This design comes from an exercise in tuning for small area, a short achievable clock period and few clock cycles per item on the open sky130 flow, not from production work. The RTL was checked by simulation tests, not by an equivalence proof against the original design. Power and IR drop assume default switching activity.

==> wip/zinc <==
==> flow/design.v <==
package efsa_pkg;
  localparam int MAX_SERVERS_DEF = 64;
  localparam int CFG_W           = 7;
  localparam int DUR_W           = 16;
  localparam int TIME_W          = 32;
  localparam int OUT_W           = 7;
  localparam int IDX_W           = 6;
endpackage
module efsa_ctrl (
  input  logic                       clk,
  input  logic                       rst_n,
  input  logic                       start,
  input  logic                       in_has_job,
  input  logic [efsa_pkg::DUR_W-1:0] in_duration,
  input  logic                       in_last,
  input  logic                       cfg_we,
  input  logic [efsa_pkg::CFG_W-1:0] cfg_wdata,
  output logic                       busy,
  output logic                       op,      
  output logic                       rs,      
  output logic                       rs_go,   
  output logic [efsa_pkg::IDX_W:0]   rs_u,    
  output logic [efsa_pkg::DUR_W-1:0] dn,      
  output logic [efsa_pkg::IDX_W-1:0] kl,      
  output logic [efsa_pkg::IDX_W-1:0] kl_nxt,  
  output logic                       rs_nxt,  
  output logic                       job,     
  output logic                       fin,     
  output logic                       clr      
);
  localparam int IDX_W = efsa_pkg::IDX_W;
  localparam int NS    = efsa_pkg::MAX_SERVERS_DEF;
  logic                       p_valid, p_job, p_last;
  logic [efsa_pkg::DUR_W-1:0] p_dur;
  logic                       rs_r, dirty_r, rs_end;
  logic                       rs_end_r;
  logic [IDX_W:0]             rs_cnt;
  logic [IDX_W-1:0]           kl_r, kl_new;
  logic                       acc, proc, cfg_ok;
  assign busy   = rs_r | (p_valid & p_last);
  assign acc    = start & ~busy;
  assign cfg_ok = cfg_we & ~busy;
  assign proc   = p_valid & ~rs_r;
  assign job    = proc & p_job;
  assign fin    = proc & p_last;
  assign op     = job | rs_r;
  assign rs     = rs_r;
  assign rs_u   = rs_cnt;
  assign kl     = kl_r;
  assign kl_nxt = cfg_ok ? kl_new : kl_r;
  assign clr    = ~rst_n | fin;
  assign rs_end = rs_end_r;
  assign rs_go  = ~rs_r & cfg_ok & ~fin & (dirty_r | job);
  assign rs_nxt = rst_n & ((rs_r & ~rs_end) | rs_go);
  assign dn     = rs_nxt ? '0 : (acc ? in_duration : p_dur);
  always_comb begin
    if (cfg_wdata == '0) begin
      kl_new = '0;
    end else if (cfg_wdata > efsa_pkg::CFG_W'(NS)) begin
      kl_new = IDX_W'(NS - 1);
    end else begin
      kl_new = IDX_W'(cfg_wdata - 1'b1);
    end
  end
  always_ff @(posedge clk) begin
    if (!rst_n) begin
      p_valid <= 1'b0;
      dirty_r <= 1'b0;
      kl_r    <= '0;
    end else begin
      if (acc) begin
        p_valid <= 1'b1;
      end else if (proc) begin
        p_valid <= 1'b0;
      end
      kl_r    <= kl_nxt;
      dirty_r <= ~fin & (dirty_r | job);
    end
    rs_r <= rs_nxt;
  end
  always_ff @(posedge clk) begin
    if (acc) begin
      p_job  <= in_has_job;
      p_last <= in_last;
      p_dur  <= in_duration;
    end
    if (rs_r) begin
      rs_cnt   <= rs_cnt - 1'b1;
      rs_end_r <= rs_cnt == (IDX_W + 1)'(2);
    end else begin
      rs_cnt   <= (IDX_W + 1)'(NS);
      rs_end_r <= 1'b0;
    end
  end
endmodule
module efsa_dp (
  input  logic                       clk,
  input  logic                       rst_n,
  input  logic                       op,
  input  logic                       rs,
  input  logic                       rs_go,
  input  logic [efsa_pkg::IDX_W:0]   rs_u,
  input  logic [efsa_pkg::DUR_W-1:0] dn,
  input  logic [efsa_pkg::IDX_W-1:0] kl,
  input  logic [efsa_pkg::IDX_W-1:0] kl_nxt,
  input  logic                       rs_nxt,
  input  logic                       job,
  input  logic                       fin,
  input  logic                       clr,
  output logic                       out_valid,
  output logic [efsa_pkg::OUT_W-1:0] out_next_server,
  output logic                       out_saturated
);
  localparam int N     = efsa_pkg::MAX_SERVERS_DEF;
  localparam int TW    = efsa_pkg::TIME_W;
  localparam int IDX_W = efsa_pkg::IDX_W;
  localparam int OUT_W = efsa_pkg::OUT_W;
  localparam int KW    = TW + IDX_W;
  function automatic logic key_ge(input logic [KW-1:0] a, input logic [KW-1:0] b);
    logic [KW-1:0] g, p;
    g = a & ~b;
    p = a | ~b;
    for (int w = 1; w < KW; w = w * 2) begin
      for (int k = 0; k + w < KW; k = k + 2 * w) begin
        g[k] = g[k+w] | (p[k+w] & g[k]);
        p[k] = p[k+w] & p[k];
      end
    end
    key_ge = g[0] | p[0];
  endfunction
  function automatic logic gt_c(input logic [IDX_W:0] u, input logic [IDX_W:0] c);
    logic r;
    r = 1'b0;
    for (int b = 0; b <= IDX_W; b++) begin
      r = c[b] ? (u[b] & r) : (u[b] | r);
    end
    gt_c = r;
  endfunction
  function automatic logic gt_v(input logic [IDX_W-1:0] u, input logic [IDX_W-1:0] v);
    logic r;
    r = 1'b0;
    for (int b = 0; b < IDX_W; b++) begin
      r = (u[b] & ~v[b]) | (~(u[b] ^ v[b]) & r);
    end
    gt_v = r;
  endfunction
  logic [TW-1:0]    t_r  [N];
  logic [IDX_W-1:0] id_r [N];
  logic             sat_r;
  logic [TW-1:0]    x_r;
  logic [IDX_W-1:0] xid_r;
  logic             xo_r;
  logic [N-1:0]     mv_r;
  logic [TW-1:0]    xo_t;
  logic [IDX_W-1:0] xo_id;
  logic [TW-1:0]    v_t  [2];
  logic [IDX_W-1:0] v_id [2];
  logic [IDX_W:0]   thr_r;
  logic [KW-1:0]    x_key;
  logic             ou_x;
  logic [N:0]       m;
  assign x_key = {x_r, xid_r};
  assign ou_x  = rs & gt_v(xid_r, kl);
  for (genvar i = 0; i < 2; i++) begin : g_v
    always_comb begin
      if (mv_r[i+1]) begin
        v_t[i]  = t_r[i+1];
        v_id[i] = id_r[i+1];
      end else if (mv_r[i]) begin
        v_t[i]  = xo_t;
        v_id[i] = xo_id;
      end else begin
        v_t[i]  = t_r[i];
        v_id[i] = id_r[i];
      end
    end
  end
  logic lt_xo;
  assign lt_xo = ~key_ge({xo_t, xo_id}, x_key);
  always_ff @(posedge clk) begin
    if (rs_go) begin
      thr_r <= (IDX_W + 1)'(N);
    end else if (rs_nxt) begin
      thr_r <= thr_r - (IDX_W + 1)'(ou_x);
    end else begin
      thr_r <= (IDX_W + 1)'(kl_nxt) + 1'b1;
    end
  end
  assign m[0] = op;
  assign m[N] = 1'b0;
  logic [N:1] lt_r;
  assign lt_r[N] = 1'b0;
  for (genvar i = 1; i < N; i++) begin : g_cmp_r
    assign lt_r[i] = ~key_ge({t_r[i], id_r[i]}, x_key);
  end
  for (genvar i = 1; i < N; i++) begin : g_cmp
    logic klt, inu, lt, frc, mv_up;
    if (i < N - 1) begin : g_mid
      assign mv_up = mv_r[i+1];
    end else begin : g_end
      assign mv_up = 1'b0;
    end
    assign klt  = mv_up ? lt_r[i+1] : (mv_r[i] ? lt_xo : lt_r[i]);
    assign inu  = gt_c(thr_r, (IDX_W + 1)'(i));
    assign lt   = ou_x ? (inu | klt) : (inu & klt);
    assign frc  = rs & gt_c(rs_u, (IDX_W + 1)'(i));
    assign m[i] = op & (frc | lt);
  end
  for (genvar i = 0; i < N; i++) begin : g_ent
    logic             sh, ins, hd;
    logic [TW-1:0]    t_up;
    logic [IDX_W-1:0] id_up;
    if (i < N - 1) begin : g_mid
      assign t_up  = t_r[i+1];
      assign id_up = id_r[i+1];
    end else begin : g_end
      assign t_up  = '0;
      assign id_up = '0;
    end
    logic mv_up;
    if (i < N - 1) begin : g_mvu
      assign mv_up = mv_r[i+1];
    end else begin : g_mve
      assign mv_up = 1'b0;
    end
    assign sh  = ~clr & mv_up;
    assign ins = ~clr & mv_r[i] & ~mv_up;
    assign hd  = ~clr & ~mv_r[i];
    always_ff @(posedge clk) begin
      t_r[i]  <= ({TW{sh}} & t_up) | ({TW{ins}} & xo_t) | ({TW{hd}} & t_r[i]);
      id_r[i] <= ({IDX_W{sh}} & id_up) | ({IDX_W{ins}} & xo_id) | ({IDX_W{hd}} & id_r[i]) |
                 ({IDX_W{clr}} & IDX_W'(i));
    end
  end
  localparam int DW = efsa_pkg::DUR_W;
  function automatic logic [TW:0] sat_add(input logic [TW-1:0] a, input logic [DW-1:0] d);
    logic [DW-1:0]    g, p, h;
    logic [DW-1:0]    lo;
    logic [TW-DW-1:0] hi, inc;
    logic             c, ovf, all1;
    g = a[DW-1:0] & d;
    p = a[DW-1:0] ^ d;
    h = p;
    for (int w = 1; w < DW; w = w * 2) begin
      for (int k = DW - 1; k >= w; k = k - 1) begin
        g[k] = g[k] | (p[k] & g[k-w]);
        p[k] = p[k] & p[k-w];
      end
    end
    lo = h ^ {g[DW-2:0], 1'b0};
    c  = g[DW-1];
    all1 = 1'b1;
    for (int k = 0; k < TW - DW; k++) begin
      inc[k] = a[DW+k] ^ all1;
      all1   = all1 & a[DW+k];
    end
    hi  = c ? inc : a[TW-1:DW];
    ovf = c & all1;
    sat_add = {ovf, {hi, lo} | {TW{ovf}}};
  endfunction
  logic [TW:0] s_up, s_x, s_hd, s_cl;
  logic        se_up, se_x, se_hd, se_cl;
  assign s_up  = sat_add(v_t[1], dn);
  assign s_x   = sat_add(x_r, dn);
  assign s_hd  = sat_add(v_t[0], dn);
  assign s_cl  = (TW + 1)'(dn);
  assign se_cl = clr;
  assign se_hd = ~clr & ~op;
  assign se_up = ~clr & m[1];
  assign se_x  = ~clr & op & ~m[1];
  always_ff @(posedge clk) begin
    {xo_r, x_r} <= ({(TW + 1){se_up}} & s_up) | ({(TW + 1){se_x}} & s_x) |
                   ({(TW + 1){se_hd}} & s_hd) | ({(TW + 1){se_cl}} & s_cl);
    xid_r       <= ({IDX_W{se_up}} & v_id[1]) | ({IDX_W{se_x}} & xid_r) |
                   ({IDX_W{se_hd}} & v_id[0]);
    mv_r        <= {N{~clr}} & m[N-1:0];
    xo_t        <= x_r;
    xo_id       <= xid_r;
  end
  logic [OUT_W-1:0] rep_a, rep_b;
  logic             out_valid_r, out_saturated_r;
  logic [OUT_W-1:0] out_next_server_r;
  assign rep_a = OUT_W'(xid_r) + OUT_W'(1);
  assign rep_b = OUT_W'(v_id[1]) + OUT_W'(1);
  always_ff @(posedge clk) begin
    if (!rst_n) begin
      out_valid_r <= 1'b0;
    end else begin
      out_valid_r <= fin;
    end
    sat_r <= ~clr & (sat_r | (job & xo_r));
    if (fin) begin
      out_next_server_r <= ({OUT_W{m[1]}} & rep_b) | ({OUT_W{~m[1]}} & rep_a);
      out_saturated_r   <= sat_r | (job & xo_r);
    end
  end
  assign out_valid       = out_valid_r;
  assign out_next_server = out_next_server_r;
  assign out_saturated   = out_saturated_r;
endmodule
module earliest_free_server_assigner_core #(
  parameter int MAX_SERVERS = efsa_pkg::MAX_SERVERS_DEF
) (
  input  logic                       clk,
  input  logic                       rst_n,
  input  logic                       start,
  output logic                       busy,
  input  logic                       in_has_job,
  input  logic [efsa_pkg::DUR_W-1:0] in_duration,
  input  logic                       in_last,
  input  logic                       cfg_we,
  input  logic [efsa_pkg::CFG_W-1:0] cfg_wdata,
  output logic                       out_valid,
  output logic [efsa_pkg::OUT_W-1:0] out_next_server,
  output logic                       out_saturated
);
  logic                       op, rs, rs_go, job, fin, clr;
  logic [efsa_pkg::IDX_W:0]   rs_u;
  logic [efsa_pkg::IDX_W-1:0] kl, kl_nxt;
  logic                       rs_nxt;
  logic [efsa_pkg::DUR_W-1:0] dn;
  efsa_ctrl u_ctrl (
    .clk         (clk),
    .rst_n       (rst_n),
    .start       (start),
    .in_has_job  (in_has_job),
    .in_duration (in_duration),
    .in_last     (in_last),
    .cfg_we      (cfg_we),
    .cfg_wdata   (cfg_wdata),
    .busy        (busy),
    .op          (op),
    .rs          (rs),
    .rs_go       (rs_go),
    .rs_u        (rs_u),
    .dn          (dn),
    .kl          (kl),
    .kl_nxt      (kl_nxt),
    .rs_nxt      (rs_nxt),
    .job         (job),
    .fin         (fin),
    .clr         (clr)
  );
  efsa_dp u_dp (
    .clk             (clk),
    .rst_n           (rst_n),
    .op              (op),
    .rs              (rs),
    .rs_go           (rs_go),
    .rs_u            (rs_u),
    .dn              (dn),
    .kl              (kl),
    .kl_nxt          (kl_nxt),
    .rs_nxt          (rs_nxt),
    .job             (job),
    .fin             (fin),
    .clr             (clr),
    .out_valid       (out_valid),
    .out_next_server (out_next_server),
    .out_saturated   (out_saturated)
  );
endmodule
==> flow/run.sh <==
#!/bin/bash
# synth_recipe.tcl (not shown) runs the flow's synth.tcl, then flattens the netlist and writes it again
# the make line also repeats each setting of config.mk as NAME=value (left out here)
make -C /OpenROAD-flow-scripts/flow DESIGN_CONFIG=/design/flow/config.mk WORK_HOME=/design/flow/orfs CLKGATE_MAP_FILE= SYNTH_SCRIPT=/design/flow/synth_recipe.tcl finish
==> flow/config.mk <==
export PLATFORM = sky130hd
export DESIGN_NAME = earliest_free_server_assigner_core
export DESIGN_NICKNAME = earliest_free_server_assigner_core
export VERILOG_FILES = /design/flow/design.v
export SDC_FILE = /design/flow/constraint.sdc
export NUM_CORES = 4
export LEC_CHECK = 0
export CAP_MARGIN = 20
export CORE_MARGIN = 2
export CORE_UTILIZATION = 35
export PLACE_DENSITY = 0.45
export SLEW_MARGIN = 20
==> flow/constraint.sdc <==
create_clock -name core_clock -period 5.0 [get_ports {clk}]
set_input_delay 1.0000 -clock core_clock [delete_from_list [all_inputs] [get_ports {clk}]]
set_output_delay 1.0000 -clock core_clock [all_outputs]
set_load 0.01 [all_outputs]
==> wip/amber: changes against wip/zinc <==
--- a/flow/design.v
+++ b/flow/design.v
@@ -238,5 +238,6 @@
     logic [DW-1:0]    lo;
     logic [TW-DW-1:0] hi, inc;
-    logic             c, ovf, all1;
+    logic [TW-DW-1:0] pa;
+    logic             c, ovf;
     g = a[DW-1:0] & d;
     p = a[DW-1:0] ^ d;
@@ -250,11 +251,13 @@
     lo = h ^ {g[DW-2:0], 1'b0};
     c  = g[DW-1];
-    all1 = 1'b1;
-    for (int k = 0; k < TW - DW; k++) begin
-      inc[k] = a[DW+k] ^ all1;
-      all1   = all1 & a[DW+k];
+    pa = a[TW-1:DW];
+    for (int w = 1; w < TW - DW; w = w * 2) begin
+      for (int k = TW - DW - 1; k >= w; k = k - 1) begin
+        pa[k] = pa[k] & pa[k-w];
+      end
     end
+    inc = a[TW-1:DW] ^ {pa[TW-DW-2:0], 1'b1};
     hi  = c ? inc : a[TW-1:DW];
-    ovf = c & all1;
+    ovf = c & pa[TW-DW-1];
     sat_add = {ovf, {hi, lo} | {TW{ovf}}};
   endfunction
CORE_UTILIZATION = 28   (was 35)
PLACE_DENSITY = 0.38   (was 0.45)
SETUP_SLACK_MARGIN = 1.2   (was not set)
==> summary.txt <==
- Of wip/zinc and wip/amber, wip/amber has the higher clock power (gap about 3%, measured against wip/amber).
- wip/amber finished clean. wip/zinc went through all stages and came out clean.
- Between wip/zinc and wip/amber, the lower power is in wip/amber (gap 2.8%, measured against wip/amber).
- Against wip/amber, the worst setup slack of wip/zinc is lower by 0.61 ns.
- Between wip/zinc and wip/amber, the lower synthesized cell count is in wip/zinc (gap 0.47%, measured against wip/amber).
- Between wip/zinc and wip/amber, the lower count of clock-buffer cells in the layout is in wip/zinc (gap 37).
- In wip/zinc the utilization is higher than in wip/amber, by 6.4 points.
- Between wip/amber and wip/zinc, the lower combinational power is in wip/amber (gap 11%, measured against wip/zinc).
- Final area: wip/amber is larger than wip/zinc (5.5%).
- Of wip/zinc and wip/amber, wip/zinc has the higher global-route usage (gap 3.6 points).
- Of wip/amber and wip/zinc, wip/amber has the higher register-to-register slack (gap 0.61 ns).
==> figures <==
quantity	wip/zinc	wip/amber
Status	finished clean	finished clean
Met2 WL	348.8 mm	394.4 mm
Tap cell count	5663	7020
Clock Power	25.4 mW	26.3 mW
Share of layout cells above drive strength 1	8.475%	11.93%
Layout fillers	43950	56450
Crit path required time	5.83 ns	5.89 ns
Headroom to the max-slew limit	13.59%	19.37%
GRT met2 Usage	54.38%	48.50%
Cell depth of the worst setup path	21	20
Cell area reported after detailed placement	0.1568 sq mm	0.1613 sq mm
Hold Crit Start	u_dp.x_r[20]$_DFF_P_	u_dp.id_r[63][1]$_DFF_P_
Adder and majority cell fraction of the synthesized area	6.699%	5.970%
Multi-input logic cell count	13910	14060
Final Worst Setup Slack	0.2300 ns	0.8391 ns
Internal reg-to-reg setup slack	0.23 ns	0.84 ns
Average via count per standard cell	6.413	6.154
Areal power density over the cells	420.2 mW/mm^2	387.4 mW/mm^2
Number of nets produced by synthesis	19790	19840
Area share of and/or/nand/nor cells after synthesis	18.01%	18.97%
Worst Tran Pin Value	1.294 ns	1.209 ns
Testbench counts of wip/zinc, summed over its fixed seeds: cycles 12,819, items 12,555.
Testbench counts of wip/amber, summed over its fixed seeds: cycles 12,819, items 12,555.

-- afterwards: timing with drivers on the ports --
The results above use ideal ports. As a check the final layouts listed here were re-extracted and re-timed, cells and wires unchanged. Step 1 assumes that a clkbuf_16 drives the clock port and a buf_2 every other input. Step 2 also shifts input and output timing later by t, the mid clock arrival at the registers, as if the neighbouring blocks saw the same clock. a / b / c = ideal ports / drivers / drivers and shift; a / b = the first two.
run | t (ns) | setup slack, ns | latest minus earliest clock arrival (ns)
wip/zinc | 1.099 | 0.230 / 0.230 / -0.380 | 0.062 / 0.062
wip/amber | 1.139 | 0.839 / 0.839 / -0.124 | 0.063 / 0.062
Met with ideal ports but missed after step 2: setup timing in wip/zinc and wip/amber. For wip/amber, which loses most, drivers alone change the setup slack by 0.000 ns; drivers and shift together by -0.963 ns.
